Source: an optimization exercise on an open RTL-to-GDS flow (aim: small area and a short achievable clock period). Production flows keep margins and buffers that such runs may drop.
RTL that was checked went through simulation tests only; none was proved equivalent to the original.
Power and IR drop assume default switching activity.

## spi_mem_target
module spi_mem_target #(
  parameter int ADDR_W    = 8,
  parameter int MEM_DEPTH = 256
) (
  input  logic clk,
  input  logic rst,
  input  logic spi_sck,
  input  logic spi_cs_n,
  input  logic spi_mosi,
  output logic spi_miso,
  output logic spi_miso_oe,
  output logic busy,
  output logic cmd_err
);
Size: ~2700 cells after synthesis, about 2100 flip-flops, roughly 9 I/O pins, roughly 0.047 sq mm of cells after synthesis.
clock: 5.0 ns
lec_check: 0
cap_margin: 20
core_margin: 2
core_utilization: 72
cts_buf_list: sky130_fd_sc_hd__clkbuf_8
cts_cluster_diameter: 80
cts_cluster_size: 18
setup_slack_margin: 2.8
slew_margin: 20
run.sh (not shown) runs the stock make flow with config.mk's settings and CLKGATE_MAP_FILE= SYNTH_SCRIPT=/design/flow/synth_recipe.tcl, a recipe that flattens the netlist after the stock synthesis.
The baseline completed without violations.
Change:
--- a/flow/config.mk
+++ b/flow/config.mk
@@ -10,2 +10 @@
-export CORE_UTILIZATION = 72
-export CTS_BUF_LIST = sky130_fd_sc_hd__clkbuf_8
+export CORE_UTILIZATION = 80
@@ -13,2 +12,2 @@
-export CTS_CLUSTER_SIZE = 18
-export SETUP_SLACK_MARGIN = 2.8
+export CTS_CLUSTER_SIZE = 30
+export SETUP_SLACK_MARGIN = 2.9
What happened: Now the flow stopped in 4_1_cts, error DPL-0033; synthesized area stays the same; synthesized cell count stays the same.
Change:
--- a/flow/config.mk
+++ b/flow/config.mk
@@ -10,4 +10,4 @@
-export CORE_UTILIZATION = 80
-export CTS_CLUSTER_DIAMETER = 80
-export CTS_CLUSTER_SIZE = 30
-export SETUP_SLACK_MARGIN = 2.9
+export CORE_UTILIZATION = 70
+export CTS_CLUSTER_DIAMETER = 100
+export CTS_CLUSTER_SIZE = 25
+export SETUP_SLACK_MARGIN = 2.8
Result: The new run ran to the end with no violations; synthesized area is unchanged; synthesized cell count does not change.

* * *

Another version of the RTL of spi_mem_target (not shown whole).
Size: roughly 2800 cells after synthesis, ~2200 flip-flops, about 0.048 sq mm of cells after synthesis.
Settings: LEC_CHECK=0, CAP_MARGIN=20, CORE_MARGIN=2, CORE_UTILIZATION=70, CTS_CLUSTER_DIAMETER=100, CTS_CLUSTER_SIZE=25, SLEW_MARGIN=20; clock period 5.0 ns.
The starting point produced a clean layout.
Next try:
SETUP_SLACK_MARGIN = 2.8   (was not set)
Effect:
- The changed run completed with no timing, DRC or antenna violations
- sequential cell count stays the same
- hold slack hardly moves
- routed wire length goes up slightly
- non-clock buffer count rose by 19
- count of clock-buffer cells in the layout stays the same
No functional check of the RTL was part of any run of this note.

* * *

the previous run:
spi_mem_target, a different RTL version from the one above (not shown whole).
Size in the first run: roughly 2500 cells after synthesis, ~2100 flip-flops, ~9 I/O pins.
clock: 5.0 ns
lec_check: 0
cap_margin: 20
core_margin: 2
core_utilization: 70
cts_cluster_diameter: 120
cts_cluster_size: 30
place_density: 0.8
setup_slack_margin: 3.0
slew_margin: 20
Edits applied to the flow inputs when going from the previous run to the current run:
Settings: changing CTS_CLUSTER_DIAMETER from 120 to 50; changing CTS_CLUSTER_SIZE from 30 to 40; removing PLACE_DENSITY (formerly 0.8); changing SETUP_SLACK_MARGIN from 3.0 to 2.8; changing CORE_UTILIZATION from 70 to 75.
### Flow results
The current run: it failed during clock tree synthesis, and the tool reported DPL-0033. Diff the previous run..the current run | number of synthesized flops with an enable pin | unchanged. Diff the previous run -> the current run | final weighted congestion in routability-driven placement | down by a few percent. Any difference in area after detailed placement between the previous run and the current run is small enough to ignore.
No functional check of the RTL was part of any run of this note.

* * *

The RTL this note starts from:
==> flow/design.v <==
module spi_mem_target #(
  parameter int ADDR_W    = 8,
  parameter int MEM_DEPTH = 256
) (
  input  logic clk,
  input  logic rst,
  input  logic spi_sck,
  input  logic spi_cs_n,
  input  logic spi_mosi,
  output logic spi_miso,
  output logic spi_miso_oe,
  output logic busy,
  output logic cmd_err
);
  typedef enum logic [2:0] {
    IDLE, CMD, ADDR, READ, WRITE, STATUS, IGNORE
  } state_t;
  function automatic int plane_k(input int b);
    case (b)
      7, 6:    plane_k = 3;
      5, 4:    plane_k = 4;
      default: plane_k = 5;
    endcase
  endfunction
  state_t      state;
  logic [1:0]  sck_sync, cs_sync, mosi_sync;
  logic        sck_prev, cs_prev;
  logic        sck_s, cs_s, mosi_s;
  logic        sck_rise, sck_fall, cs_rise, cs_fall;
  logic [2:0]  bit_cnt;
  logic [6:0]  rx_sr;
  logic [7:0]  rx_byte;
  logic        miso_bit;
  logic        byte_done;
  logic [7:0]  addr;
  logic [7:0]  addr_inc;
  logic        is_read;
  logic        mem_we;
  logic        wel;
  logic        wrote;
  logic [4:0]  ph;
  logic [4:0]  ph_n;
  logic [7:0]  wbuf;
  logic        wact;
  logic        wlast;
  logic [4:0]  wcnt;
  logic        wpos;
  logic [2:0]  eq_a;
  logic        eq_i;
  logic [2:0]  rm;
  logic [4:0]  rsel7;
  logic [1:0]  tj3;
  logic        tj4;
  logic [7:0]  we;
  logic        rm7;
  logic [7:0]  txb;
  logic        tx_bit;
  logic        c_win;
  logic        cm0, cm1;
  logic        cand0, cand1;
  logic        first1, first2;
  logic        cwin_n;
  assign sck_s     = sck_sync[1];
  assign cs_s      = cs_sync[1];
  assign mosi_s    = mosi_sync[1];
  assign sck_rise  = sck_s & ~sck_prev;
  assign sck_fall  = ~sck_s & sck_prev;
  assign cs_rise   = cs_s & ~cs_prev;
  assign cs_fall   = ~cs_s & cs_prev;
  assign rx_byte   = {rx_sr, mosi_s};
  assign byte_done = sck_rise && (bit_cnt == 3'd7);
  assign mem_we    = (state == WRITE) && byte_done && !cs_rise;
  assign spi_miso  = miso_bit;
  assign addr_inc  = addr + 8'd1;
  assign ph_n      = ph + 5'd1;
  assign cwin_n    = (state == ADDR) && (bit_cnt == 3'd7);
  assign eq_a[0] = (ph_n[2:0] == addr[2:0]);
  assign eq_a[1] = eq_a[0] && (ph_n[3] == addr[3]);
  assign eq_a[2] = eq_a[1] && (ph_n[4] == addr[4]);
  assign eq_i    = (ph_n[2:0] == addr_inc[2:0]);
  always_ff @(posedge clk or posedge rst) begin
    if (rst) begin
      cs_sync <= 2'b00;
      cs_prev <= 1'b0;
    end else begin
      cs_sync <= {cs_sync[0], spi_cs_n};
      cs_prev <= cs_s;
    end
  end
  always_ff @(posedge clk) begin
    sck_sync  <= {sck_sync[0], spi_sck};
    mosi_sync <= {mosi_sync[0], spi_mosi};
    sck_prev  <= sck_s;
  end
  always_ff @(posedge clk) begin
    if (sck_rise) begin
      rx_sr   <= rx_byte[6:0];
      bit_cnt <= bit_cnt + 3'd1;
    end
    if (!cs_rise && state == IDLE && cs_fall) begin
      bit_cnt <= 3'd0;
      wrote   <= 1'b0;
    end
    if (!cs_rise && state == CMD && byte_done) begin
      is_read <= rx_byte[0];
    end
    if (!cs_rise && state == WRITE && byte_done) begin
      wrote <= 1'b1;
    end
  end
  always_ff @(posedge clk) begin
    ph    <= ph_n;
    wlast <= wact && (wcnt == 5'd31);
    if (mem_we) begin
      wbuf <= rx_byte;
      wact <= 1'b1;
      wcnt <= 5'd0;
    end else if (wact) begin
      wcnt <= wcnt + 5'd1;
      if (wcnt == 5'd31) begin
        wact <= 1'b0;
      end
    end
    wpos <= wact && eq_a[2];
  end
  always_ff @(posedge clk) begin
    if (!cs_rise && state == ADDR && byte_done) begin
      addr <= rx_byte;
    end else if ((!cs_rise && state == READ && byte_done) || wlast) begin
      addr <= addr_inc;
    end
  end
  for (genvar l = 0; l < 8; l++) begin : g_we
    assign we[l] = wpos && (addr[7:5] == l);
  end
  always_ff @(posedge clk) begin
    c_win  <= cwin_n;
    cm0    <= (ph_n[2:0] == {rx_sr[1:0], 1'b0});
    cm1    <= (ph_n[2:0] == {rx_sr[1:0], 1'b1});
    first1 <= (state == ADDR) && byte_done;
    first2 <= first1;
  end
  always_ff @(posedge clk) begin
    rm    <= eq_a;
    tj3   <= ~(addr[4:3] - ph_n[4:3]);
    tj4   <= ~(addr[4] ^ ph_n[4]);
    rsel7 <= cwin_n ? {rx_sr[6:4], ~(rx_sr[3:2] - ph_n[4:3])}
                    : {addr_inc[7:5], ~(addr_inc[4:3] - ph_n[4:3])};
    rm7   <= eq_i && (bit_cnt != 3'd0);
  end
  for (genvar b = 0; b < 8; b++) begin : g_plane
    localparam int K  = plane_k(b);
    localparam int L  = 1 << K;
    localparam int NT = 32 >> K;
    logic [8*NT-1:0] taps;
    logic            tap;
    for (genvar l = 0; l < 8; l++) begin : g_loop
      logic [31:0] sr;
      always_ff @(posedge clk) begin
        sr <= {sr[30:0], we[l] ? wbuf[b] : sr[31]};
      end
      for (genvar j = 0; j < NT; j++) begin : g_tap
        assign taps[l*NT + j] = sr[L*j + L - 1];
      end
    end
    if (b == 7) begin : g_cap7
      assign tap = taps[rsel7];
      always_ff @(posedge clk) begin
        if (c_win && cm0) cand0 <= tap;
        if (c_win && cm1) cand1 <= tap;
        if (first2) begin
          txb[7] <= addr[0] ? cand1 : cand0;
        end else if (!c_win && rm7) begin
          txb[7] <= tap;
        end
      end
    end else begin : g_capn
      if (K == 3) begin : g_t3
        assign tap = taps[{addr[7:5], tj3}];
      end else if (K == 4) begin : g_t4
        assign tap = taps[{addr[7:5], tj4}];
      end else begin : g_t5
        assign tap = taps[addr[7:5]];
      end
      always_ff @(posedge clk) begin
        if (rm[K-3]) txb[b] <= tap;
      end
    end
  end
  always_comb begin
    tx_bit = 1'b0;
    if (state == READ) begin
      tx_bit = txb[~bit_cnt];
    end else if (state == STATUS) begin
      tx_bit = wel && (bit_cnt == 3'd6);
    end
  end
  always_ff @(posedge clk or posedge rst) begin
    if (rst) begin
      state       <= IDLE;
      miso_bit    <= 1'b0;
      spi_miso_oe <= 1'b0;
      busy        <= 1'b0;
      cmd_err     <= 1'b0;
      wel         <= 1'b0;
    end else begin
      cmd_err <= 1'b0;
      if (sck_fall) begin
        miso_bit <= tx_bit;
      end
      if (cs_rise) begin
        if (state == WRITE && wrote) begin
          wel <= 1'b0;
        end
        state       <= IDLE;
        spi_miso_oe <= 1'b0;
        busy        <= 1'b0;
        miso_bit    <= 1'b0;
      end else begin
        case (state)
          IDLE: begin
            if (cs_fall) begin
              state    <= CMD;
              busy     <= 1'b1;
              miso_bit <= 1'b0;
            end
          end
          CMD: begin
            if (byte_done) begin
              case (rx_byte)
                8'h03: begin
                  state <= ADDR;
                end
                8'h02: begin
                  if (wel) begin
                    state <= ADDR;
                  end else begin
                    state <= IGNORE;
                  end
                end
                8'h05: begin
                  state       <= STATUS;
                  spi_miso_oe <= 1'b1;
                end
                8'h06: begin
                  wel   <= 1'b1;
                  state <= IGNORE;
                end
                8'h04: begin
                  wel   <= 1'b0;
                  state <= IGNORE;
                end
                default: begin
                  state   <= IGNORE;
                  cmd_err <= 1'b1;
                end
              endcase
            end
          end
          ADDR: begin
            if (byte_done) begin
              if (is_read) begin
                state       <= READ;
                spi_miso_oe <= 1'b1;
              end else begin
                state <= WRITE;
              end
            end
          end
          READ, WRITE, STATUS, IGNORE: begin
          end
          default: begin
            state <= IDLE;
          end
        endcase
      end
    end
  end
endmodule
clock: 5.0 ns
lec_check: 0
cap_margin: 20
core_margin: 2
core_utilization: 70
cts_cluster_diameter: 100
cts_cluster_size: 25
setup_slack_margin: 2.8
slew_margin: 20
The baseline completed without violations.
Then changed:
--- a/flow/config.mk
+++ b/flow/config.mk
@@ -11,2 +11,2 @@
-export CTS_CLUSTER_DIAMETER = 100
-export CTS_CLUSTER_SIZE = 25
+export CTS_CLUSTER_DIAMETER = 120
+export CTS_CLUSTER_SIZE = 30
- worst setup slack gets better by 5.6 ps
- clock power goes down by a little under a tenth
- combinational power is about the same
- power goes down by a few percent
- synthesized cell count does not change
No run of this note included a check of the RTL's function; only the layout flow was run.

==> port drivers added, routing unchanged <==
No port has a modelled driver above. Below, the same layouts with a new extraction and two added sets of constraints. Step 1: set_driving_cell puts a clkbuf_16 on clk and a buf_2 on each other input, an assumption about the parent block. Step 2 times the ports against the registers' clock, not the clock port: input delays grow and output delays shrink by t, the midpoint of the rising clock arrivals with the driver on. Slacks: no drivers / after step 1 / after step 2; pairs: no drivers / after step 1.
run	t, ns	setup slack, ns	worst hold slack (ns)
the first run of note 1	0.827	2.681 / 2.626 / 2.784	0.306 / 0.306 / 0.306
the third run of note 1	0.712	2.798 / 2.737 / 2.872	0.322 / 0.322 / 0.322
the first run of note 2	0.737	2.267 / 2.201 / 2.383	0.314 / 0.314 / 0.314
the second run of note 2	0.736	2.715 / 2.649 / 2.911	0.314 / 0.314 / 0.314
the previous run	0.720	2.728 / 2.662 / 2.862	0.312 / 0.312 / 0.312
the first run of note 4	0.722	2.710 / 2.644 / 2.888	0.318 / 0.318 / 0.318
the second run of note 4	0.707	2.715 / 2.653 / 2.856	0.313 / 0.313 / 0.313
After both steps every run listed still meets setup and hold.
